What follows belongs to an exercise in optimizing a design on an open flow for small area; a production flow would make more cautious choices. Where RTL was checked, it was by simulation tests only, not by an equivalence proof against the original. Only the layout flow was run in run 2; the RTL was not checked for function there.

==> flow/design.v (outline; a module is shown in full before it is edited, if it fits) <==
// module cordic_top: 1357 lines
module cordic_top (
    input  logic               i_clk,
    input  logic               i_reset,
    input  logic               i_valid,
    input  logic signed [31:0] i_x,
    input  logic signed [31:0] i_y,
    input  logic signed [31:0] i_angle,
    output logic               o_valid,
    output logic signed [31:0] o_x,
    output logic signed [31:0] o_y
);
  // ...
==> flow/run.sh <==
#!/bin/bash
# synth_recipe.tcl (not shown) runs the flow's synth.tcl, then flattens the netlist and writes it again
# the make line also repeats each setting of config.mk as NAME=value (left out here)
make -C /OpenROAD-flow-scripts/flow DESIGN_CONFIG=/design/flow/config.mk WORK_HOME=/design/flow/orfs CLKGATE_MAP_FILE= SYNTH_SCRIPT=/design/flow/synth_recipe.tcl finish
==> flow/config.mk <==
export PLATFORM = sky130hd
export DESIGN_NAME = cordic_top
export DESIGN_NICKNAME = cordic_top
export VERILOG_FILES = /design/flow/design.v
export SDC_FILE = /design/flow/constraint.sdc
export NUM_CORES = 4
export LEC_CHECK = 0
export CAP_MARGIN = 20
export CORE_MARGIN = 2
export CORE_UTILIZATION = 40
export GPL_TIMING_DRIVEN = 0
export SLEW_MARGIN = 20
==> flow/constraint.sdc <==
create_clock -name core_clock -period 6.0 [get_ports {i_clk}]
set_input_delay 1.2000 -clock core_clock [delete_from_list [all_inputs] [get_ports {i_clk}]]
set_output_delay 1.2000 -clock core_clock [all_outputs]
set_load 0.01 [all_outputs]
==> qor.yml, run 1 <==
min_path:
  min_to: "flip_r22$_DFF_P_"
global_route:
  grt_max_degree: 20
  grtUsageTotal_pct: 20.76
  overflow: 0
  grt_pass1_wl_mm: 425.7
critical_path:
  r2r-end: "x_r14[31]$_DFF_P_"
  reg2regPathDepth: 30
  cp-start-kind: "register"
  critPathSlowestCell: "or4_4"
  crit_type: "reg2reg"
  crit_buf_inv: 4
final_layout:
  comb.multi_input.count: 9944
  utilization_pct: 49.18
  final_cell_mix: "1441 x ha_1, 1377 x xnor2_1, 1085 x nor2_1"
  diodes: 1
  final_cells: 16180
  fill_cells: 23350
  regArea_um2: 18390
  layout-drive-gt1-share_pct: 16.33
  finalInstanceArea_um2: 120700
synthesis:
  ys.flop_type: "dfxtp_1"
  yosysTopAreaCell: "ha_1"
  ys_warn_count: 1
floorplanning:
  fp-row-count: 182
  taps: 3220
outcome:
  outcome: "failed layout checks"
  so_faults: "setup timing"
sta:
  worst_slack_ps: -679.6
  setup_violations: 34
  fmax_ghz: 0.1497
  fin_crit_sh_pct: 111.3
route:
  drt_wl_total_mm: 273.6
  wl_met1_mm: 122.9
  via_count: 84250
  routed.top_layer: "met4"
clock_network:
  htreeDepth: 3
  cts_resized: 974
  cts_buffers: 111
  clkSinkCount: 914
  cts_tree: "yes"
place:
  dp_cells: 15320
==> run 2, diff against run 1 <==
--- a/flow/design.v
+++ b/flow/design.v
@@ -267,18 +267,18 @@
     logic signed [31:0] sy8, sx8;
     assign sy8 = y_r8 >>> 8;
     assign sx8 = x_r8 >>> 8;
     assign ty8 = sy8 & {32{~ex_r8}};
     assign tx8 = sx8 & {32{~ex_r8}};
     logic fy8;
     assign fy8 = d8_r8 ^ ~d9_r8;
     logic cx9, cy9;
-    assign x9 = add_k(x_r8, ty8, cy_r8 & ~ex_r8);
-    assign y9 = add_kx(~y_r8, tx8, cx_r8 & ~ex_r8, fy8);
+    assign x9 = add_c(x_r8, ty8, cy_r8 & ~ex_r8);
+    assign y9 = add_x(~y_r8, tx8, cx_r8 & ~ex_r8, fy8);
     assign cx9 = cx_r8;
     assign cy9 = ~cy_r8 ^ fy8;
     logic signed [20:0] z11;
     logic signed [20:0] zp11, zm11;
     assign zp11 = 21'(add_c(32'(z10), 32'd667544, 1'b0));
     assign zm11 = 21'(add_c(32'(z10), ~32'd667544, 1'b1));
     assign z11 = d10 ? zp11 : zm11;
     logic d11;
@@ -287,18 +287,18 @@
     logic signed [31:0] sy9, sx9;
     assign sy9 = y9 >>> 9;
     assign sx9 = x9 >>> 9;
     assign ty9 = sy9 & {32{~ex_r8}};
     assign tx9 = sx9 & {32{~ex_r8}};
     logic fy9;
     assign fy9 = d9_r8 ^ ~d10;
     logic cx10, cy10;
-    assign x10 = add_kx(x9, ty9, cy9 & ~ex_r8, fy9);
-    assign y10 = add_k(~y9, tx9, cx9 & ~ex_r8);
+    assign x10 = add_x(x9, ty9, cy9 & ~ex_r8, fy9);
+    assign y10 = add_c(~y9, tx9, cx9 & ~ex_r8);
     assign cx10 = cx9 ^ fy9;
     assign cy10 = ~cy9;
     logic signed [31:0] x_r10;
     logic signed [31:0] y_r10;
     logic signed [20:0] z_r10;
     logic [0:0] d10_r10;
     logic [0:0] cx_r10;
     logic [0:0] cy_r10;
@@ -319,18 +319,18 @@
     logic signed [31:0] sy10, sx10;
     assign sy10 = y_r10 >>> 10;
     assign sx10 = x_r10 >>> 10;
     assign ty10 = sy10 & {32{~ex_r10}};
     assign tx10 = sx10 & {32{~ex_r10}};
     logic fy10;
     assign fy10 = d10_r10 ^ ~d11_r10;
     logic cx11, cy11;
-    assign x11 = add_k(x_r10, ty10, cy_r10 & ~ex_r10);
-    assign y11 = add_kx(~y_r10, tx10, cx_r10 & ~ex_r10, fy10);
+    assign x11 = add_c(x_r10, ty10, cy_r10 & ~ex_r10);
+    assign y11 = add_x(~y_r10, tx10, cx_r10 & ~ex_r10, fy10);
     assign cx11 = cx_r10;
     assign cy11 = ~cy_r10 ^ fy10;
     logic signed [18:0] z13;
     logic signed [18:0] zp13, zm13;
     assign zp13 = 19'(add_c(32'(z12), 32'd166886, 1'b0));
     assign zm13 = 19'(add_c(32'(z12), ~32'd166886, 1'b1));
     assign z13 = d12 ? zp13 : zm13;
     logic d13;
@@ -339,18 +339,18 @@
     logic signed [31:0] sy11, sx11;
     assign sy11 = y11 >>> 11;
     assign sx11 = x11 >>> 11;
     assign ty11 = sy11 & {32{~ex_r10}};
     assign tx11 = sx11 & {32{~ex_r10}};
     logic fy11;
     assign fy11 = d11_r10 ^ ~d12;
     logic cx12, cy12;
-    assign x12 = add_kx(x11, ty11, cy11 & ~ex_r10, fy11);
-    assign y12 = add_k(~y11, tx11, cx11 & ~ex_r10);
+    assign x12 = add_x(x11, ty11, cy11 & ~ex_r10, fy11);
+    assign y12 = add_c(~y11, tx11, cx11 & ~ex_r10);
     assign cx12 = cx11 ^ fy11;
     assign cy12 = ~cy11;
     logic signed [31:0] x_r12;
     logic signed [31:0] y_r12;
     logic signed [18:0] z_r12;
     logic [0:0] d12_r12;
     logic [0:0] cx_r12;
     logic [0:0] cy_r12;
@@ -371,18 +371,18 @@
     logic signed [31:0] sy12, sx12;
     assign sy12 = y_r12 >>> 12;
     assign sx12 = x_r12 >>> 12;
     assign ty12 = sy12 & {32{~ex_r12}};
     assign tx12 = sx12 & {32{~ex_r12}};
     logic fy12;
     assign fy12 = d12_r12 ^ ~d13_r12;
     logic cx13, cy13;
-    assign x13 = add_k(x_r12, ty12, cy_r12 & ~ex_r12);
-    assign y13 = add_kx(~y_r12, tx12, cx_r12 & ~ex_r12, fy12);
+    assign x13 = add_c(x_r12, ty12, cy_r12 & ~ex_r12);
+    assign y13 = add_x(~y_r12, tx12, cx_r12 & ~ex_r12, fy12);
     assign cx13 = cx_r12;
     assign cy13 = ~cy_r12 ^ fy12;
     logic signed [16:0] z15;
     logic signed [16:0] zp15, zm15;
     assign zp15 = 17'(add_c(32'(z14), 32'd41722, 1'b0));
     assign zm15 = 17'(add_c(32'(z14), ~32'd41722, 1'b1));
     assign z15 = d14 ? zp15 : zm15;
     logic d15;
@@ -391,18 +391,18 @@
     logic signed [31:0] sy13, sx13;
     assign sy13 = y13 >>> 13;
     assign sx13 = x13 >>> 13;
     assign ty13 = sy13 & {32{~ex_r12}};
     assign tx13 = sx13 & {32{~ex_r12}};
     logic fy13;
     assign fy13 = d13_r12 ^ ~d14;
     logic cx14, cy14;
-    assign x14 = add_kx(x13, ty13, cy13 & ~ex_r12, fy13);
-    assign y14 = add_k(~y13, tx13, cx13 & ~ex_r12);
+    assign x14 = add_x(x13, ty13, cy13 & ~ex_r12, fy13);
+    assign y14 = add_c(~y13, tx13, cx13 & ~ex_r12);
     assign cx14 = cx13 ^ fy13;
     assign cy14 = ~cy13;
     logic signed [31:0] x_r14;
     logic signed [31:0] y_r14;
     logic [0:0] d14_r14;
     logic [0:0] d15_r14;
     logic [0:0] cx_r14;
     logic [0:0] cy_r14;
@@ -414,29 +414,29 @@
     logic signed [31:0] sy14, sx14;
     assign sy14 = y_r14 >>> 14;
     assign sx14 = x_r14 >>> 14;
     assign ty14 = sy14 & {32{~ex_r14}};
     assign tx14 = sx14 & {32{~ex_r14}};
     logic fy14;
     assign fy14 = d14_r14 ^ ~d15_r14;
     logic cx15, cy15;
-    assign x15 = add_k(x_r14, ty14, cy_r14 & ~ex_r14);
-    assign y15 = add_kx(~y_r14, tx14, cx_r14 & ~ex_r14, fy14);
+    assign x15 = add_c(x_r14, ty14, cy_r14 & ~ex_r14);
+    assign y15 = add_x(~y_r14, tx14, cx_r14 & ~ex_r14, fy14);
     assign cx15 = cx_r14;
     assign cy15 = ~cy_r14 ^ fy14;
     logic signed [31:0] x16, y16, tx15, ty15;
     logic signed [31:0] sy15, sx15;
     assign sy15 = y15 >>> 15;
     assign sx15 = x15 >>> 15;
     assign ty15 = sy15 & {32{~ex_r14}};
     assign tx15 = sx15 & {32{~ex_r14}};
     logic cx16, cy16;
-    assign x16 = add_kx(x15, ty15, cy15 & ~ex_r14, 1'b0);
-    assign y16 = add_k(~y15, tx15, cx15 & ~ex_r14);
+    assign x16 = add_x(x15, ty15, cy15 & ~ex_r14, 1'b0);
+    assign y16 = add_c(~y15, tx15, cx15 & ~ex_r14);
     assign cx16 = cx15 ^ 1'b0;
     assign cy16 = ~cy15;
     logic signed [31:0] x_r16;
     logic signed [31:0] y_r16;
     logic [0:0] cx_r16;
     logic [0:0] cy_r16;
     logic [0:0] flip_r16;
     logic [0:0] ex_r16;
@@ -762,340 +762,16 @@
             g2[28] = gg[28] | (pp[28] & gg[15]); p2[28] = pp[28] & pp[15];
             g2[29] = gg[29] | (pp[29] & gg[15]); p2[29] = pp[29] & pp[15];
             g2[30] = gg[30] | (pp[30] & gg[15]); p2[30] = pp[30] & pp[15];
             g2[31] = gg[31] | (pp[31] & gg[15]); p2[31] = pp[31] & pp[15];
             gg = g2; pp = p2;
         end
         add_c = p ^ {gg[30:0], c};
     endfunction
-    function automatic logic [31:0] add_k(input logic [31:0] a, input logic [31:0] b, input logic c);
-        logic [31:0] p, g, gg, pp;
-        p = a ^ b;
-        g = a & b;
-        g[0] = g[0] | (p[0] & c);
-        gg = g; pp = p;
-        begin : lvl_7
-            logic [31:0] g2, p2;
-            g2 = gg; p2 = pp;
-            g2[1] = gg[1] | (pp[1] & gg[0]); p2[1] = pp[1] & pp[0];
-            g2[2] = gg[2] | (pp[2] & gg[1]); p2[2] = pp[2] & pp[1];
-            g2[3] = gg[3] | (pp[3] & gg[2]); p2[3] = pp[3] & pp[2];
-            g2[4] = gg[4] | (pp[4] & gg[3]); p2[4] = pp[4] & pp[3];
-            g2[5] = gg[5] | (pp[5] & gg[4]); p2[5] = pp[5] & pp[4];
-            g2[6] = gg[6] | (pp[6] & gg[5]); p2[6] = pp[6] & pp[5];
-            g2[7] = gg[7] | (pp[7] & gg[6]); p2[7] = pp[7] & pp[6];
-            g2[8] = gg[8] | (pp[8] & gg[7]); p2[8] = pp[8] & pp[7];
-            g2[9] = gg[9] | (pp[9] & gg[8]); p2[9] = pp[9] & pp[8];
-            g2[10] = gg[10] | (pp[10] & gg[9]); p2[10] = pp[10] & pp[9];
-            g2[11] = gg[11] | (pp[11] & gg[10]); p2[11] = pp[11] & pp[10];
-            g2[12] = gg[12] | (pp[12] & gg[11]); p2[12] = pp[12] & pp[11];
-            g2[13] = gg[13] | (pp[13] & gg[12]); p2[13] = pp[13] & pp[12];
-            g2[14] = gg[14] | (pp[14] & gg[13]); p2[14] = pp[14] & pp[13];
-            g2[15] = gg[15] | (pp[15] & gg[14]); p2[15] = pp[15] & pp[14];
-            g2[16] = gg[16] | (pp[16] & gg[15]); p2[16] = pp[16] & pp[15];
-            g2[17] = gg[17] | (pp[17] & gg[16]); p2[17] = pp[17] & pp[16];
-            g2[18] = gg[18] | (pp[18] & gg[17]); p2[18] = pp[18] & pp[17];
-            g2[19] = gg[19] | (pp[19] & gg[18]); p2[19] = pp[19] & pp[18];
-            g2[20] = gg[20] | (pp[20] & gg[19]); p2[20] = pp[20] & pp[19];
-            g2[21] = gg[21] | (pp[21] & gg[20]); p2[21] = pp[21] & pp[20];
-            g2[22] = gg[22] | (pp[22] & gg[21]); p2[22] = pp[22] & pp[21];
-            g2[23] = gg[23] | (pp[23] & gg[22]); p2[23] = pp[23] & pp[22];
-            g2[24] = gg[24] | (pp[24] & gg[23]); p2[24] = pp[24] & pp[23];
-            g2[25] = gg[25] | (pp[25] & gg[24]); p2[25] = pp[25] & pp[24];
-            g2[26] = gg[26] | (pp[26] & gg[25]); p2[26] = pp[26] & pp[25];
-            g2[27] = gg[27] | (pp[27] & gg[26]); p2[27] = pp[27] & pp[26];
-            g2[28] = gg[28] | (pp[28] & gg[27]); p2[28] = pp[28] & pp[27];
-            g2[29] = gg[29] | (pp[29] & gg[28]); p2[29] = pp[29] & pp[28];
-            g2[30] = gg[30] | (pp[30] & gg[29]); p2[30] = pp[30] & pp[29];
-            g2[31] = gg[31] | (pp[31] & gg[30]); p2[31] = pp[31] & pp[30];
-            gg = g2; pp = p2;
-        end
-        begin : lvl_43
-            logic [31:0] g2, p2;
-            g2 = gg; p2 = pp;
-            g2[2] = gg[2] | (pp[2] & gg[0]); p2[2] = pp[2] & pp[0];
-            g2[3] = gg[3] | (pp[3] & gg[1]); p2[3] = pp[3] & pp[1];
-            g2[4] = gg[4] | (pp[4] & gg[2]); p2[4] = pp[4] & pp[2];
-            g2[5] = gg[5] | (pp[5] & gg[3]); p2[5] = pp[5] & pp[3];
-            g2[6] = gg[6] | (pp[6] & gg[4]); p2[6] = pp[6] & pp[4];
-            g2[7] = gg[7] | (pp[7] & gg[5]); p2[7] = pp[7] & pp[5];
-            g2[8] = gg[8] | (pp[8] & gg[6]); p2[8] = pp[8] & pp[6];
-            g2[9] = gg[9] | (pp[9] & gg[7]); p2[9] = pp[9] & pp[7];
-            g2[10] = gg[10] | (pp[10] & gg[8]); p2[10] = pp[10] & pp[8];
-            g2[11] = gg[11] | (pp[11] & gg[9]); p2[11] = pp[11] & pp[9];
-            g2[12] = gg[12] | (pp[12] & gg[10]); p2[12] = pp[12] & pp[10];
-            g2[13] = gg[13] | (pp[13] & gg[11]); p2[13] = pp[13] & pp[11];
-            g2[14] = gg[14] | (pp[14] & gg[12]); p2[14] = pp[14] & pp[12];
-            g2[15] = gg[15] | (pp[15] & gg[13]); p2[15] = pp[15] & pp[13];
-            g2[16] = gg[16] | (pp[16] & gg[14]); p2[16] = pp[16] & pp[14];
-            g2[17] = gg[17] | (pp[17] & gg[15]); p2[17] = pp[17] & pp[15];
-            g2[18] = gg[18] | (pp[18] & gg[16]); p2[18] = pp[18] & pp[16];
-            g2[19] = gg[19] | (pp[19] & gg[17]); p2[19] = pp[19] & pp[17];
-            g2[20] = gg[20] | (pp[20] & gg[18]); p2[20] = pp[20] & pp[18];
-            g2[21] = gg[21] | (pp[21] & gg[19]); p2[21] = pp[21] & pp[19];
-            g2[22] = gg[22] | (pp[22] & gg[20]); p2[22] = pp[22] & pp[20];
-            g2[23] = gg[23] | (pp[23] & gg[21]); p2[23] = pp[23] & pp[21];
-            g2[24] = gg[24] | (pp[24] & gg[22]); p2[24] = pp[24] & pp[22];
-            g2[25] = gg[25] | (pp[25] & gg[23]); p2[25] = pp[25] & pp[23];
-            g2[26] = gg[26] | (pp[26] & gg[24]); p2[26] = pp[26] & pp[24];
-            g2[27] = gg[27] | (pp[27] & gg[25]); p2[27] = pp[27] & pp[25];
-            g2[28] = gg[28] | (pp[28] & gg[26]); p2[28] = pp[28] & pp[26];
-            g2[29] = gg[29] | (pp[29] & gg[27]); p2[29] = pp[29] & pp[27];
-            g2[30] = gg[30] | (pp[30] & gg[28]); p2[30] = pp[30] & pp[28];
-            g2[31] = gg[31] | (pp[31] & gg[29]); p2[31] = pp[31] & pp[29];
-            gg = g2; pp = p2;
-        end
-        begin : lvl_78
-            logic [31:0] g2, p2;
-            g2 = gg; p2 = pp;
-            g2[4] = gg[4] | (pp[4] & gg[0]); p2[4] = pp[4] & pp[0];
-            g2[5] = gg[5] | (pp[5] & gg[1]); p2[5] = pp[5] & pp[1];
-            g2[6] = gg[6] | (pp[6] & gg[2]); p2[6] = pp[6] & pp[2];
-            g2[7] = gg[7] | (pp[7] & gg[3]); p2[7] = pp[7] & pp[3];
-            g2[8] = gg[8] | (pp[8] & gg[4]); p2[8] = pp[8] & pp[4];
-            g2[9] = gg[9] | (pp[9] & gg[5]); p2[9] = pp[9] & pp[5];
-            g2[10] = gg[10] | (pp[10] & gg[6]); p2[10] = pp[10] & pp[6];
-            g2[11] = gg[11] | (pp[11] & gg[7]); p2[11] = pp[11] & pp[7];
-            g2[12] = gg[12] | (pp[12] & gg[8]); p2[12] = pp[12] & pp[8];
-            g2[13] = gg[13] | (pp[13] & gg[9]); p2[13] = pp[13] & pp[9];
-            g2[14] = gg[14] | (pp[14] & gg[10]); p2[14] = pp[14] & pp[10];
-            g2[15] = gg[15] | (pp[15] & gg[11]); p2[15] = pp[15] & pp[11];
-            g2[16] = gg[16] | (pp[16] & gg[12]); p2[16] = pp[16] & pp[12];
-            g2[17] = gg[17] | (pp[17] & gg[13]); p2[17] = pp[17] & pp[13];
-            g2[18] = gg[18] | (pp[18] & gg[14]); p2[18] = pp[18] & pp[14];
-            g2[19] = gg[19] | (pp[19] & gg[15]); p2[19] = pp[19] & pp[15];
-            g2[20] = gg[20] | (pp[20] & gg[16]); p2[20] = pp[20] & pp[16];
-            g2[21] = gg[21] | (pp[21] & gg[17]); p2[21] = pp[21] & pp[17];
-            g2[22] = gg[22] | (pp[22] & gg[18]); p2[22] = pp[22] & pp[18];
-            g2[23] = gg[23] | (pp[23] & gg[19]); p2[23] = pp[23] & pp[19];
-            g2[24] = gg[24] | (pp[24] & gg[20]); p2[24] = pp[24] & pp[20];
-            g2[25] = gg[25] | (pp[25] & gg[21]); p2[25] = pp[25] & pp[21];
-            g2[26] = gg[26] | (pp[26] & gg[22]); p2[26] = pp[26] & pp[22];
-            g2[27] = gg[27] | (pp[27] & gg[23]); p2[27] = pp[27] & pp[23];
-            g2[28] = gg[28] | (pp[28] & gg[24]); p2[28] = pp[28] & pp[24];
-            g2[29] = gg[29] | (pp[29] & gg[25]); p2[29] = pp[29] & pp[25];
-            g2[30] = gg[30] | (pp[30] & gg[26]); p2[30] = pp[30] & pp[26];
-            g2[31] = gg[31] | (pp[31] & gg[27]); p2[31] = pp[31] & pp[27];
-            gg = g2; pp = p2;
-        end
-        begin : lvl_111
-            logic [31:0] g2, p2;
-            g2 = gg; p2 = pp;
-            g2[8] = gg[8] | (pp[8] & gg[0]); p2[8] = pp[8] & pp[0];
-            g2[9] = gg[9] | (pp[9] & gg[1]); p2[9] = pp[9] & pp[1];
-            g2[10] = gg[10] | (pp[10] & gg[2]); p2[10] = pp[10] & pp[2];
-            g2[11] = gg[11] | (pp[11] & gg[3]); p2[11] = pp[11] & pp[3];
-            g2[12] = gg[12] | (pp[12] & gg[4]); p2[12] = pp[12] & pp[4];
-            g2[13] = gg[13] | (pp[13] & gg[5]); p2[13] = pp[13] & pp[5];
-            g2[14] = gg[14] | (pp[14] & gg[6]); p2[14] = pp[14] & pp[6];
-            g2[15] = gg[15] | (pp[15] & gg[7]); p2[15] = pp[15] & pp[7];
-            g2[16] = gg[16] | (pp[16] & gg[8]); p2[16] = pp[16] & pp[8];
-            g2[17] = gg[17] | (pp[17] & gg[9]); p2[17] = pp[17] & pp[9];
-            g2[18] = gg[18] | (pp[18] & gg[10]); p2[18] = pp[18] & pp[10];
-            g2[19] = gg[19] | (pp[19] & gg[11]); p2[19] = pp[19] & pp[11];
-            g2[20] = gg[20] | (pp[20] & gg[12]); p2[20] = pp[20] & pp[12];
-            g2[21] = gg[21] | (pp[21] & gg[13]); p2[21] = pp[21] & pp[13];
-            g2[22] = gg[22] | (pp[22] & gg[14]); p2[22] = pp[22] & pp[14];
-            g2[23] = gg[23] | (pp[23] & gg[15]); p2[23] = pp[23] & pp[15];
-            g2[24] = gg[24] | (pp[24] & gg[16]); p2[24] = pp[24] & pp[16];
-            g2[25] = gg[25] | (pp[25] & gg[17]); p2[25] = pp[25] & pp[17];
-            g2[26] = gg[26] | (pp[26] & gg[18]); p2[26] = pp[26] & pp[18];
-            g2[27] = gg[27] | (pp[27] & gg[19]); p2[27] = pp[27] & pp[19];
-            g2[28] = gg[28] | (pp[28] & gg[20]); p2[28] = pp[28] & pp[20];
-            g2[29] = gg[29] | (pp[29] & gg[21]); p2[29] = pp[29] & pp[21];
-            g2[30] = gg[30] | (pp[30] & gg[22]); p2[30] = pp[30] & pp[22];
-            g2[31] = gg[31] | (pp[31] & gg[23]); p2[31] = pp[31] & pp[23];
-            gg = g2; pp = p2;
-        end
-        begin : lvl_140
-            logic [31:0] g2, p2;
-            g2 = gg; p2 = pp;
-            g2[16] = gg[16] | (pp[16] & gg[0]); p2[16] = pp[16] & pp[0];
-            g2[17] = gg[17] | (pp[17] & gg[1]); p2[17] = pp[17] & pp[1];
-            g2[18] = gg[18] | (pp[18] & gg[2]); p2[18] = pp[18] & pp[2];
-            g2[19] = gg[19] | (pp[19] & gg[3]); p2[19] = pp[19] & pp[3];
-            g2[20] = gg[20] | (pp[20] & gg[4]); p2[20] = pp[20] & pp[4];
-            g2[21] = gg[21] | (pp[21] & gg[5]); p2[21] = pp[21] & pp[5];
-            g2[22] = gg[22] | (pp[22] & gg[6]); p2[22] = pp[22] & pp[6];
-            g2[23] = gg[23] | (pp[23] & gg[7]); p2[23] = pp[23] & pp[7];
-            g2[24] = gg[24] | (pp[24] & gg[8]); p2[24] = pp[24] & pp[8];
-            g2[25] = gg[25] | (pp[25] & gg[9]); p2[25] = pp[25] & pp[9];
-            g2[26] = gg[26] | (pp[26] & gg[10]); p2[26] = pp[26] & pp[10];
-            g2[27] = gg[27] | (pp[27] & gg[11]); p2[27] = pp[27] & pp[11];
-            g2[28] = gg[28] | (pp[28] & gg[12]); p2[28] = pp[28] & pp[12];
-            g2[29] = gg[29] | (pp[29] & gg[13]); p2[29] = pp[29] & pp[13];
-            g2[30] = gg[30] | (pp[30] & gg[14]); p2[30] = pp[30] & pp[14];
-            g2[31] = gg[31] | (pp[31] & gg[15]); p2[31] = pp[31] & pp[15];
-            gg = g2; pp = p2;
-        end
-        add_k = p ^ {gg[30:0], c};
-    endfunction
-    function automatic logic [31:0] add_kx(input logic [31:0] a, input logic [31:0] b, input logic c, input logic f);
-        logic [31:0] p, g, gg, pp;
-        p = a ^ b;
-        g = a & b;
-        g[0] = g[0] | (p[0] & c);
-        gg = g; pp = p;
-        begin : lvl_7
-            logic [31:0] g2, p2;
-            g2 = gg; p2 = pp;
-            g2[1] = gg[1] | (pp[1] & gg[0]); p2[1] = pp[1] & pp[0];
-            g2[2] = gg[2] | (pp[2] & gg[1]); p2[2] = pp[2] & pp[1];
-            g2[3] = gg[3] | (pp[3] & gg[2]); p2[3] = pp[3] & pp[2];
-            g2[4] = gg[4] | (pp[4] & gg[3]); p2[4] = pp[4] & pp[3];
-            g2[5] = gg[5] | (pp[5] & gg[4]); p2[5] = pp[5] & pp[4];
-            g2[6] = gg[6] | (pp[6] & gg[5]); p2[6] = pp[6] & pp[5];
-            g2[7] = gg[7] | (pp[7] & gg[6]); p2[7] = pp[7] & pp[6];
-            g2[8] = gg[8] | (pp[8] & gg[7]); p2[8] = pp[8] & pp[7];
-            g2[9] = gg[9] | (pp[9] & gg[8]); p2[9] = pp[9] & pp[8];
-            g2[10] = gg[10] | (pp[10] & gg[9]); p2[10] = pp[10] & pp[9];
-            g2[11] = gg[11] | (pp[11] & gg[10]); p2[11] = pp[11] & pp[10];
-            g2[12] = gg[12] | (pp[12] & gg[11]); p2[12] = pp[12] & pp[11];
-            g2[13] = gg[13] | (pp[13] & gg[12]); p2[13] = pp[13] & pp[12];
-            g2[14] = gg[14] | (pp[14] & gg[13]); p2[14] = pp[14] & pp[13];
-            g2[15] = gg[15] | (pp[15] & gg[14]); p2[15] = pp[15] & pp[14];
-            g2[16] = gg[16] | (pp[16] & gg[15]); p2[16] = pp[16] & pp[15];
-            g2[17] = gg[17] | (pp[17] & gg[16]); p2[17] = pp[17] & pp[16];
-            g2[18] = gg[18] | (pp[18] & gg[17]); p2[18] = pp[18] & pp[17];
-            g2[19] = gg[19] | (pp[19] & gg[18]); p2[19] = pp[19] & pp[18];
-            g2[20] = gg[20] | (pp[20] & gg[19]); p2[20] = pp[20] & pp[19];
-            g2[21] = gg[21] | (pp[21] & gg[20]); p2[21] = pp[21] & pp[20];
-            g2[22] = gg[22] | (pp[22] & gg[21]); p2[22] = pp[22] & pp[21];
-            g2[23] = gg[23] | (pp[23] & gg[22]); p2[23] = pp[23] & pp[22];
-            g2[24] = gg[24] | (pp[24] & gg[23]); p2[24] = pp[24] & pp[23];
-            g2[25] = gg[25] | (pp[25] & gg[24]); p2[25] = pp[25] & pp[24];
-            g2[26] = gg[26] | (pp[26] & gg[25]); p2[26] = pp[26] & pp[25];
-            g2[27] = gg[27] | (pp[27] & gg[26]); p2[27] = pp[27] & pp[26];
-            g2[28] = gg[28] | (pp[28] & gg[27]); p2[28] = pp[28] & pp[27];
-            g2[29] = gg[29] | (pp[29] & gg[28]); p2[29] = pp[29] & pp[28];
-            g2[30] = gg[30] | (pp[30] & gg[29]); p2[30] = pp[30] & pp[29];
-            g2[31] = gg[31] | (pp[31] & gg[30]); p2[31] = pp[31] & pp[30];
-            gg = g2; pp = p2;
-        end
-        begin : lvl_43
-            logic [31:0] g2, p2;
-            g2 = gg; p2 = pp;
-            g2[2] = gg[2] | (pp[2] & gg[0]); p2[2] = pp[2] & pp[0];
-            g2[3] = gg[3] | (pp[3] & gg[1]); p2[3] = pp[3] & pp[1];
-            g2[4] = gg[4] | (pp[4] & gg[2]); p2[4] = pp[4] & pp[2];
-            g2[5] = gg[5] | (pp[5] & gg[3]); p2[5] = pp[5] & pp[3];
-            g2[6] = gg[6] | (pp[6] & gg[4]); p2[6] = pp[6] & pp[4];
-            g2[7] = gg[7] | (pp[7] & gg[5]); p2[7] = pp[7] & pp[5];
-            g2[8] = gg[8] | (pp[8] & gg[6]); p2[8] = pp[8] & pp[6];
-            g2[9] = gg[9] | (pp[9] & gg[7]); p2[9] = pp[9] & pp[7];
-            g2[10] = gg[10] | (pp[10] & gg[8]); p2[10] = pp[10] & pp[8];
-            g2[11] = gg[11] | (pp[11] & gg[9]); p2[11] = pp[11] & pp[9];
-            g2[12] = gg[12] | (pp[12] & gg[10]); p2[12] = pp[12] & pp[10];
-            g2[13] = gg[13] | (pp[13] & gg[11]); p2[13] = pp[13] & pp[11];
-            g2[14] = gg[14] | (pp[14] & gg[12]); p2[14] = pp[14] & pp[12];
-            g2[15] = gg[15] | (pp[15] & gg[13]); p2[15] = pp[15] & pp[13];
-            g2[16] = gg[16] | (pp[16] & gg[14]); p2[16] = pp[16] & pp[14];
-            g2[17] = gg[17] | (pp[17] & gg[15]); p2[17] = pp[17] & pp[15];
-            g2[18] = gg[18] | (pp[18] & gg[16]); p2[18] = pp[18] & pp[16];
-            g2[19] = gg[19] | (pp[19] & gg[17]); p2[19] = pp[19] & pp[17];
-            g2[20] = gg[20] | (pp[20] & gg[18]); p2[20] = pp[20] & pp[18];
-            g2[21] = gg[21] | (pp[21] & gg[19]); p2[21] = pp[21] & pp[19];
-            g2[22] = gg[22] | (pp[22] & gg[20]); p2[22] = pp[22] & pp[20];
-            g2[23] = gg[23] | (pp[23] & gg[21]); p2[23] = pp[23] & pp[21];
-            g2[24] = gg[24] | (pp[24] & gg[22]); p2[24] = pp[24] & pp[22];
-            g2[25] = gg[25] | (pp[25] & gg[23]); p2[25] = pp[25] & pp[23];
-            g2[26] = gg[26] | (pp[26] & gg[24]); p2[26] = pp[26] & pp[24];
-            g2[27] = gg[27] | (pp[27] & gg[25]); p2[27] = pp[27] & pp[25];
-            g2[28] = gg[28] | (pp[28] & gg[26]); p2[28] = pp[28] & pp[26];
-            g2[29] = gg[29] | (pp[29] & gg[27]); p2[29] = pp[29] & pp[27];
-            g2[30] = gg[30] | (pp[30] & gg[28]); p2[30] = pp[30] & pp[28];
-            g2[31] = gg[31] | (pp[31] & gg[29]); p2[31] = pp[31] & pp[29];
-            gg = g2; pp = p2;
-        end
-        begin : lvl_78
-            logic [31:0] g2, p2;
-            g2 = gg; p2 = pp;
-            g2[4] = gg[4] | (pp[4] & gg[0]); p2[4] = pp[4] & pp[0];
-            g2[5] = gg[5] | (pp[5] & gg[1]); p2[5] = pp[5] & pp[1];
-            g2[6] = gg[6] | (pp[6] & gg[2]); p2[6] = pp[6] & pp[2];
-            g2[7] = gg[7] | (pp[7] & gg[3]); p2[7] = pp[7] & pp[3];
-            g2[8] = gg[8] | (pp[8] & gg[4]); p2[8] = pp[8] & pp[4];
-            g2[9] = gg[9] | (pp[9] & gg[5]); p2[9] = pp[9] & pp[5];
-            g2[10] = gg[10] | (pp[10] & gg[6]); p2[10] = pp[10] & pp[6];
-            g2[11] = gg[11] | (pp[11] & gg[7]); p2[11] = pp[11] & pp[7];
-            g2[12] = gg[12] | (pp[12] & gg[8]); p2[12] = pp[12] & pp[8];
-            g2[13] = gg[13] | (pp[13] & gg[9]); p2[13] = pp[13] & pp[9];
-            g2[14] = gg[14] | (pp[14] & gg[10]); p2[14] = pp[14] & pp[10];
-            g2[15] = gg[15] | (pp[15] & gg[11]); p2[15] = pp[15] & pp[11];
-            g2[16] = gg[16] | (pp[16] & gg[12]); p2[16] = pp[16] & pp[12];
-            g2[17] = gg[17] | (pp[17] & gg[13]); p2[17] = pp[17] & pp[13];
-            g2[18] = gg[18] | (pp[18] & gg[14]); p2[18] = pp[18] & pp[14];
-            g2[19] = gg[19] | (pp[19] & gg[15]); p2[19] = pp[19] & pp[15];
-            g2[20] = gg[20] | (pp[20] & gg[16]); p2[20] = pp[20] & pp[16];
-            g2[21] = gg[21] | (pp[21] & gg[17]); p2[21] = pp[21] & pp[17];
-            g2[22] = gg[22] | (pp[22] & gg[18]); p2[22] = pp[22] & pp[18];
-            g2[23] = gg[23] | (pp[23] & gg[19]); p2[23] = pp[23] & pp[19];
-            g2[24] = gg[24] | (pp[24] & gg[20]); p2[24] = pp[24] & pp[20];
-            g2[25] = gg[25] | (pp[25] & gg[21]); p2[25] = pp[25] & pp[21];
-            g2[26] = gg[26] | (pp[26] & gg[22]); p2[26] = pp[26] & pp[22];
-            g2[27] = gg[27] | (pp[27] & gg[23]); p2[27] = pp[27] & pp[23];
-            g2[28] = gg[28] | (pp[28] & gg[24]); p2[28] = pp[28] & pp[24];
-            g2[29] = gg[29] | (pp[29] & gg[25]); p2[29] = pp[29] & pp[25];
-            g2[30] = gg[30] | (pp[30] & gg[26]); p2[30] = pp[30] & pp[26];
-            g2[31] = gg[31] | (pp[31] & gg[27]); p2[31] = pp[31] & pp[27];
-            gg = g2; pp = p2;
-        end
-        begin : lvl_111
-            logic [31:0] g2, p2;
-            g2 = gg; p2 = pp;
-            g2[8] = gg[8] | (pp[8] & gg[0]); p2[8] = pp[8] & pp[0];
-            g2[9] = gg[9] | (pp[9] & gg[1]); p2[9] = pp[9] & pp[1];
-            g2[10] = gg[10] | (pp[10] & gg[2]); p2[10] = pp[10] & pp[2];
-            g2[11] = gg[11] | (pp[11] & gg[3]); p2[11] = pp[11] & pp[3];
-            g2[12] = gg[12] | (pp[12] & gg[4]); p2[12] = pp[12] & pp[4];
-            g2[13] = gg[13] | (pp[13] & gg[5]); p2[13] = pp[13] & pp[5];
-            g2[14] = gg[14] | (pp[14] & gg[6]); p2[14] = pp[14] & pp[6];
-            g2[15] = gg[15] | (pp[15] & gg[7]); p2[15] = pp[15] & pp[7];
-            g2[16] = gg[16] | (pp[16] & gg[8]); p2[16] = pp[16] & pp[8];
-            g2[17] = gg[17] | (pp[17] & gg[9]); p2[17] = pp[17] & pp[9];
-            g2[18] = gg[18] | (pp[18] & gg[10]); p2[18] = pp[18] & pp[10];
-            g2[19] = gg[19] | (pp[19] & gg[11]); p2[19] = pp[19] & pp[11];
-            g2[20] = gg[20] | (pp[20] & gg[12]); p2[20] = pp[20] & pp[12];
-            g2[21] = gg[21] | (pp[21] & gg[13]); p2[21] = pp[21] & pp[13];
-            g2[22] = gg[22] | (pp[22] & gg[14]); p2[22] = pp[22] & pp[14];
-            g2[23] = gg[23] | (pp[23] & gg[15]); p2[23] = pp[23] & pp[15];
-            g2[24] = gg[24] | (pp[24] & gg[16]); p2[24] = pp[24] & pp[16];
-            g2[25] = gg[25] | (pp[25] & gg[17]); p2[25] = pp[25] & pp[17];
-            g2[26] = gg[26] | (pp[26] & gg[18]); p2[26] = pp[26] & pp[18];
-            g2[27] = gg[27] | (pp[27] & gg[19]); p2[27] = pp[27] & pp[19];
-            g2[28] = gg[28] | (pp[28] & gg[20]); p2[28] = pp[28] & pp[20];
-            g2[29] = gg[29] | (pp[29] & gg[21]); p2[29] = pp[29] & pp[21];
-            g2[30] = gg[30] | (pp[30] & gg[22]); p2[30] = pp[30] & pp[22];
-            g2[31] = gg[31] | (pp[31] & gg[23]); p2[31] = pp[31] & pp[23];
-            gg = g2; pp = p2;
-        end
-        begin : lvl_140
-            logic [31:0] g2, p2;
-            g2 = gg; p2 = pp;
-            g2[16] = gg[16] | (pp[16] & gg[0]); p2[16] = pp[16] & pp[0];
-            g2[17] = gg[17] | (pp[17] & gg[1]); p2[17] = pp[17] & pp[1];
-            g2[18] = gg[18] | (pp[18] & gg[2]); p2[18] = pp[18] & pp[2];
-            g2[19] = gg[19] | (pp[19] & gg[3]); p2[19] = pp[19] & pp[3];
-            g2[20] = gg[20] | (pp[20] & gg[4]); p2[20] = pp[20] & pp[4];
-            g2[21] = gg[21] | (pp[21] & gg[5]); p2[21] = pp[21] & pp[5];
-            g2[22] = gg[22] | (pp[22] & gg[6]); p2[22] = pp[22] & pp[6];
-            g2[23] = gg[23] | (pp[23] & gg[7]); p2[23] = pp[23] & pp[7];
-            g2[24] = gg[24] | (pp[24] & gg[8]); p2[24] = pp[24] & pp[8];
-            g2[25] = gg[25] | (pp[25] & gg[9]); p2[25] = pp[25] & pp[9];
-            g2[26] = gg[26] | (pp[26] & gg[10]); p2[26] = pp[26] & pp[10];
-            g2[27] = gg[27] | (pp[27] & gg[11]); p2[27] = pp[27] & pp[11];
-            g2[28] = gg[28] | (pp[28] & gg[12]); p2[28] = pp[28] & pp[12];
-            g2[29] = gg[29] | (pp[29] & gg[13]); p2[29] = pp[29] & pp[13];
-            g2[30] = gg[30] | (pp[30] & gg[14]); p2[30] = pp[30] & pp[14];
-            g2[31] = gg[31] | (pp[31] & gg[15]); p2[31] = pp[31] & pp[15];
-            gg = g2; pp = p2;
-        end
-        add_kx = (p ^ {32{f}}) ^ {gg[30:0], c};
-    endfunction
     function automatic logic [31:0] add_x(input logic [31:0] a, input logic [31:0] b, input logic c, input logic f);
         logic [31:0] p, g, gg, pp;
         p = a ^ b;
         g = a & b;
         g[0] = g[0] | (p[0] & c);
         gg = g; pp = p;
         begin : lvl_7
             logic [31:0] g2, p2;
--- a/flow/config.mk
+++ b/flow/config.mk
@@ -4,9 +4,10 @@
 export VERILOG_FILES = /design/flow/design.v
 export SDC_FILE = /design/flow/constraint.sdc
 export NUM_CORES = 4
 export LEC_CHECK = 0
 export CAP_MARGIN = 20
 export CORE_MARGIN = 2
 export CORE_UTILIZATION = 40
 export GPL_TIMING_DRIVEN = 0
+export SETUP_SLACK_MARGIN = 0.2
 export SLEW_MARGIN = 20
==> run 2 against run 1 <==
  * Still fails the layout checks on setup timing
  * Synthesized cell count decreased by 4.2%
  * Worst hold slack lost 44 ps
  * Non-clock buffer count increased by 58
  * Cell area fell by 1.6%
  * Critical path depth increased by 2
  * Sequential share of layout area increased by 0.25 points
  * Global-route usage up 0.82 points
  * Largest cell class unchanged
  * Highest routed layer is now met5
==> qor.yml, run 2 <==
synthesis:
  synthArstFlopShare_pct: 1.204
  synth_area_leaders: "ha_1 19%, dfxtp_1 19%, xnor2_1 13%"
  yosysMostFrequentCell: "ha_1"
  ys_top_cells_by_count: "1488 x ha_1, 1476 x xnor2_1, 1057 x nor2_1, 903 x dfxtp_1, 858 x inv_1"
  synth.area.mux_share_pct: 2.132
  ys.flop_type: "dfxtp_1"
  synth_simple_gate_area_share_pct: 16.47
  syn_avg_cell_area_um2: 8.388
  synth_compound_area_share_pct: 16.12
  synth_area_um2: 96000
  ys_warn_count: 1  # unchanged
  synth_seq_cells: 914
  yosysTopAreaCell: "ha_1"
  ys_seq_area_share_pct: 19.12
  synth_cell_types: 114
  synthAdderAreaFrac_pct: 22.72
  synth_edf_count: 0
  synth_xor_area_share_pct: 18.91
  synth_top_area_share_pct: 19.39
  synth_nets: 13190
  synth_top_family_by_area: "adder cells"
  netlist_instances: 11450
global_route:
  grt_pass1_wl_mm: 431.8  # +1.4%
  grt_antenna_before_repair: 12
  grt_pass1_vias: 82910
  grt_max_degree: 18  # -10%
  grtUsageTotal_pct: 21.58  # +0.82 points
  overflow: 0  # unchanged
route:
  drcViolationCount: 0
  avgViaCountPerCell: 5.272
  drt_pass1_iterations: 7
  drt-initial-drc-count: 3999
  via_count: 82730  # -1.8%
  ant_nets: 0
  drt_wl_total_mm: 275.4  # +0.67%
  wl_per_cell_um: 17.55
clock_network:
  clkSinkCount: 914  # unchanged
  cts_tree: "yes"
  holdBufCountCts: 0
  clkLatencyLatePin_ps: 790
  htreeDepth: 3  # unchanged
  cts_buffers: 105  # -5.4%
  cts_max_path_buffers: 3
  clkTransAtPathRegs_ps: 60
  cts_root_buf: "clkbuf_16"
floorplanning:
  start_util_pct: 40.29
  ios: 164
  die_height_um: 493.9
  dieWidth_um: 493.9
  die_area_um2: 243900
  fp-row-count: 179  # -1.6%
  core_area_um2: 238300
sta:
  fmax_ghz: 0.1542  # +3.0%
  report.final.slew_viol_count: 0
  fin_crit_ps: 6485
  relSlewSlack_pct: 24.85
  finalClockSkew_ps: 71.51
  worst_slack_ps: -484.9  # +194.7 ps
  setup_violations: 33  # -2.9%
  tns_ps: -5625
  fin_crit_sh_pct: 108.1  # -3.2 points
  hold_slack_ps: 281.8
  hold_viol: 0
  rsz0062_at_grt: "true"
  tightest_slew_ps: 1119
final_layout:
  final_nets: 14190
  utilization_pct: 49.86  # +0.68 points
  fill_cells: 22300  # -4.5%
  final_cell_mix: "1434 x ha_1, 1354 x xnor2_1, 987 x nor2_1"
  finalInstanceArea_um2: 118800  # -1.6%
  syn_to_final_growth_pct: 23.75
  mostFrequentLayoutCell: "ha_1"
  layout-drive-gt1-share_pct: 18.01  # +1.7 points
critical_path:
  worstPathArrival_ps: 7110
  r2r_start: "ex_r12$_DFF_P_"
  end_kind: "register"
  critPathSlowestCell: "o311a_1"
  crit_top_cell: "a21o_1"
  crit_type: "reg2reg"
  cp-start-kind: "register"
  critPathMaxStageDelay_ps: 390
  crit_path_start: "ex_r12$_DFF_P_"
  critical_path_required_ps: 6630
  crit_path_max_fanout: 5
  crit_buf_inv: 4  # unchanged
  cp_top_family: "compound AO/OA/AOI/OAI gates"
outcome:
  outcome: "failed layout checks"
  so_faults: "setup timing"
min_path:
  hp-start: "q1_r14$_DFF_P_"
  hold_path.class: "reg2reg"
place:
  hpwl_mm: 219.9
  placed_cell_area_um2: 102100
  gp_congestion: 0.9110
  place_ws_ps: -2374
  io_buffers: 156
run:
  drv_cap: 0
==> run 2: changes by cell type after synthesis, moves of 21 or more <==
cell	change
inv_1	+73
xnor2_1	-25
a211oi_1	-26
nor3_1	-22
fa_1	+35
nand3_1	-24
nor2b_1	-41
nor2_1	-82
or3_1	-21
o21ai_0	-83
nand2_1	-45
a21oi_1	-86
==> run 2: metrics by stage <==
stage / instances
5_1_grt: 15690
4_1_cts: 15430
3_5_place_dp: 14770
2_1_floorplan: 11450
6_report: 15690
3_3_place_gp: 14770
==> run 2: worst register-to-register path, delay by kind of cell (launching register included) <==
| kind | cells | cell delay [ps] |
|---|---|---|
| AOI/OAI and AO/OA | 18 | 3980 |
| xor gates and xnor gates | 2 | 330 |
| buffers and inverters | 4 | 500 |
| and+or+nand+nor | 5 | 560 |
| DFF | 1 | 380 |
| adders and majority gates | 3 | 630 |
==> run 2: timing repair <==
item,4_1_cts,5_1_grt
pin swaps,564,634
setup buffers,467,260
cloned,0,4
resized for setup,1096,635
endpoints found under the setup margin,488,298
==> run 2: worst paths after layout <==
path / end / depth (start not counted) / slack, ps
min: q1_r16$_DFF_P_ / 0 / 280
min reg2reg: q1_r16$_DFF_P_ / 0 / 280
max in group asynchronous: v_r10$_DFF_PN0_ / 1 / 4900
min in group asynchronous: v_r8$_DFF_PN0_ / 1 / 740
max: y_r14[31]$_DFF_P_ / 32 / -480
max reg2reg: y_r14[31]$_DFF_P_ / 32 / -480
==> run 2: area by class of cell <==
| type | instances | area (um2) | share of cell area [%] |
|---|---|---|---|
| antenna | 2 | 5.005 | 0.004213 |
| tap | 3167 | 3963 | 3.335 |
| clock inverter | 61 | 865.8 | 0.7288 |
| multi-input combinational | 9396 | 79920 | 67.27 |
| timing repair buffer | 888 | 7256 | 6.107 |
| buffer | 267 | 2257 | 1.900 |
| clock buffer | 130 | 2863 | 2.410 |
| sequential | 914 | 18390 | 15.48 |
| inverter | 867 | 3283 | 2.763 |
==> run 2: kinds of logic after synthesis <==
family | after synthesis
buffers and inverters | 1135
XOR/XNOR | 2045
AND/OR/NAND/NOR | 3161
adder cells (fa/ha/maj) | 1648
AO/OA/AOI/OAI | 2338
other | 1
flip-flops | 914
multiplexers | 203
==> run 2: per-layer routing <==
layer	vias to the layer above	wire (um)	track usage (%)
li1	41260	-	-
met5	-	35	0
met4	6	7178	5.911
met1	39750	123800	27.54
met2	1341	134600	38.34
met3	373	9853	2.182

## separate check: timing with driven ports
The flow's constraints put no driver on any port. The routed layouts listed below were extracted and timed again, unchanged, in two steps.
Step 1 (the two cells are an assumption about what drives the block):
set clk [get_ports {i_clk}]
set_driving_cell -lib_cell sky130_fd_sc_hd__clkbuf_16 $clk
set_driving_cell -lib_cell sky130_fd_sc_hd__buf_2 [delete_from_list [all_inputs] $clk]
Step 2 also shifts input and output timing later by t, the mid clock arrival at the registers, as if the neighbouring blocks saw the same clock.
Three values: no drivers, after step 1, after step 2; two values: the first two.
| run | t (ns) | slack for setup (ns) | hold WS [ns] | slew at the worst register clock pin (ns) |
|---|---|---|---|---|
| run 1 | 0.855 | -0.680 / -0.680 / -0.745 | 0.325 / 0.325 / 0.325 | 0.07 / 0.07 |
| run 2 | 0.851 | -0.485 / -0.517 / -0.679 | 0.282 / 0.282 / 0.282 | 0.07 / 0.07 |
For run 2, which loses most, drivers alone change the setup slack by -0.032 ns; drivers and shift together by -0.194 ns.
